This design comes from an exercise in tuning for small area, a short achievable clock period and few clock cycles per item on the open sky130 flow, not from production work. Only simulation tests tie the RTL to the original design; equivalence was not proved.

==> flow/design.v (excerpt) <==
module samplerz_top (
  input  logic               clk,
  input  logic               rst_n_i,
  input  logic               start_i,
  input  logic [31:0]        mu_i,
  input  logic [15:0]        inv_sigma_prime_i,
  input  logic [15:0]        inv_sigma_sqr_div_2_i,
  input  logic               falcon_type_i,
  input  logic               rand_val_i,
  input  logic [23:0]        rand_cdt_i,
  input  logic               rand_b_i,
  input  logic [7:0]         rand_8_i,
  output logic               dout_val_o,
  output logic signed [15:0] w_o,
  output logic               request_rand_o,
  output logic               busy_o
);
For scale: about 2400 cells after synthesis, ~200 flip-flops, about 120 I/O pins, roughly 23000 sq um of cells after synthesis.
export LEC_CHECK = 0
export CAP_MARGIN = 20
export CORE_MARGIN = 2
export CORE_UTILIZATION = 60
export SETUP_SLACK_MARGIN = 5
export SLEW_MARGIN = 20
export SYNTH_HIERARCHICAL = 1
export SYNTH_MINIMUM_KEEP_SIZE = 0
create_clock -name core_clock -period 11.0 [get_ports {clk}]
standard.sh (not shown) runs the stock make flow with config.mk's settings and CLKGATE_MAP_FILE= SYNTH_SCRIPT=/design/flow/synth_recipe.tcl, a recipe that flattens the netlist after the stock synthesis.
==> flow/flow/run.sh <==
#!/bin/bash
# standard synthesis and layout, with the port buffers inserted as buf_1 cells
# (every input and output port still gets its own buffer)
set -euo pipefail
MARGIN=5.5
bash standard.sh synth > synth.log 2>&1
MK=$(grep '^make ' standard.sh | sed 's/ "\${@:-finish}"$//' | sed "s/SETUP_SLACK_MARGIN=[-0-9.]*/SETUP_SLACK_MARGIN=$MARGIN/")
eval "$MK \"BUFFER_PORTS_ARGS=-buffer_cell sky130_fd_sc_hd__buf_1\" finish" > layout.log 2>&1
bash standard.sh finish > write_def.log 2>&1
Testbench counts at the start, summed over its fixed seeds: cycles 13,624, samples 2,400.
Next try:
--- a/flow/flow/run.sh
+++ b/flow/flow/run.sh
@@ -5 +5 @@
-MARGIN=5.5
+MARGIN=5
Settings changed: CAP_MARGIN 20 to 0, SLEW_MARGIN 20 to 0.
Outcome: The changed run finished with timing, DRC and antenna clean; routed wire length is lower by 4.1%; synthesized area is unchanged; maximum frequency shrinks by 5.9%; global-route usage stays flat; design area fell by 6.1%; cell count decreases by 2.5%; setup slack is worse by 0.34 ns.
Next try:
Settings changed: CAP_MARGIN 0 to 20, SLEW_MARGIN 0 to 20.
=>
- The new run completed with no timing, DRC or antenna violations
- cell area stays flat
- wire length barely changes
- count of clock-buffer cells in the layout is unchanged
- non-clock buffer count stays the same
- worst setup slack is better by 0.012 ns
- cell count is unchanged
- area after synthesis is unchanged
- die area stays the same
- fmax is about the same


Setup of birch:
samplerz_top again, from the RTL that the note above started with.
==> flow/config.mk <==
export PLATFORM = sky130hd
export DESIGN_NAME = samplerz_top
export DESIGN_NICKNAME = samplerz_top
export VERILOG_FILES = /design/flow/design.v
export SDC_FILE = /design/flow/constraint.sdc
export NUM_CORES = 4
export LEC_CHECK = 0
export CAP_MARGIN = 20
export CORE_MARGIN = 2
export CORE_UTILIZATION = 60
export SETUP_SLACK_MARGIN = 5
export SLEW_MARGIN = 20
export SYNTH_HIERARCHICAL = 1
export SYNTH_MINIMUM_KEEP_SIZE = 0
==> flow/constraint.sdc <==
create_clock -name core_clock -period 11.0 [get_ports {clk}]
set_input_delay 2.2000 -clock core_clock [delete_from_list [all_inputs] [get_ports {clk}]]
set_output_delay 2.2000 -clock core_clock [all_outputs]
set_load 0.01 [all_outputs]
==> flow/flow/run.sh <==
#!/bin/bash
# standard synthesis and layout, with the port buffers inserted as buf_1 cells
# (every input and output port still gets its own buffer)
set -euo pipefail
MARGIN=7
bash standard.sh synth > synth.log 2>&1
MK=$(grep '^make ' standard.sh | sed 's/ "\${@:-finish}"$//' | sed "s/SETUP_SLACK_MARGIN=[-0-9.]*/SETUP_SLACK_MARGIN=$MARGIN/")
eval "$MK \"BUFFER_PORTS_ARGS=-buffer_cell sky130_fd_sc_hd__buf_1\" finish" > layout.log 2>&1
bash standard.sh finish > write_def.log 2>&1
Testbench counts of birch, summed over its fixed seeds: cycles 13,624, samples 2,400.
For maple, these inputs were changed with respect to birch:
--- a/flow/flow/run.sh
+++ b/flow/flow/run.sh
@@ -4,3 +4,3 @@
 set -euo pipefail
-MARGIN=7
+MARGIN=6
 bash standard.sh synth > synth.log 2>&1
For birch, the worst setup path endpoint was r2_q[12]$_DFFE_PP_, unlike maple, where it was r2_q[13]$_DFFE_PP_.
Minimum clock period improves in maple relative to birch.
[compare] base=birch new=maple: initial antenna violation count decreased by 2 relative to the old numbers; layout cell share with drive strength beyond 1 went down by 4.5 points; overall global routing resource usage dropped 1.0 points; final worst-path cycle share decreased 0.78 points.

separate check: timing with driven ports:
Ports are ideal in the flow. The routed layouts listed here were re-timed in OpenROAD.
Step 1 (the two cells are an assumption about what drives the block):
set clk [get_ports {clk}]
set_driving_cell -lib_cell sky130_fd_sc_hd__clkbuf_16 $clk
set_driving_cell -lib_cell sky130_fd_sc_hd__buf_2 [delete_from_list [all_inputs] $clk]
Step 2 adds t to the input delays and takes it off the output delays; t is the mean of the earliest and latest rising clock arrival at the registers after step 1. Input paths then give back, and output paths get back, about the clock's delay inside the block.
Slacks: ideal ports / drivers / drivers and shift; pairs: ideal ports / drivers.
run | t (ns) | setup WS [ns] | worst setup path at the end | worst data-port slew with drivers (ns) | cell pins on the clock port's net
the first run of note 1 | 0.524 | 5.544 / 5.544 / 5.544 | register to register | 0.07 | 1
the second run of note 1 | 0.530 | 5.200 / 5.200 / 5.200 | register to register | 0.07 | 1
the third run of note 1 | 0.527 | 5.212 / 5.212 / 5.212 | register to register | 0.07 | 1
birch | 0.520 | 5.446 / 5.446 / 5.446 | register to register | 0.12 | 1
maple | 0.520 | 5.532 / 5.532 / 5.532 | register to register | 0.06 | 1
After both steps setup and hold are still met in every run listed.
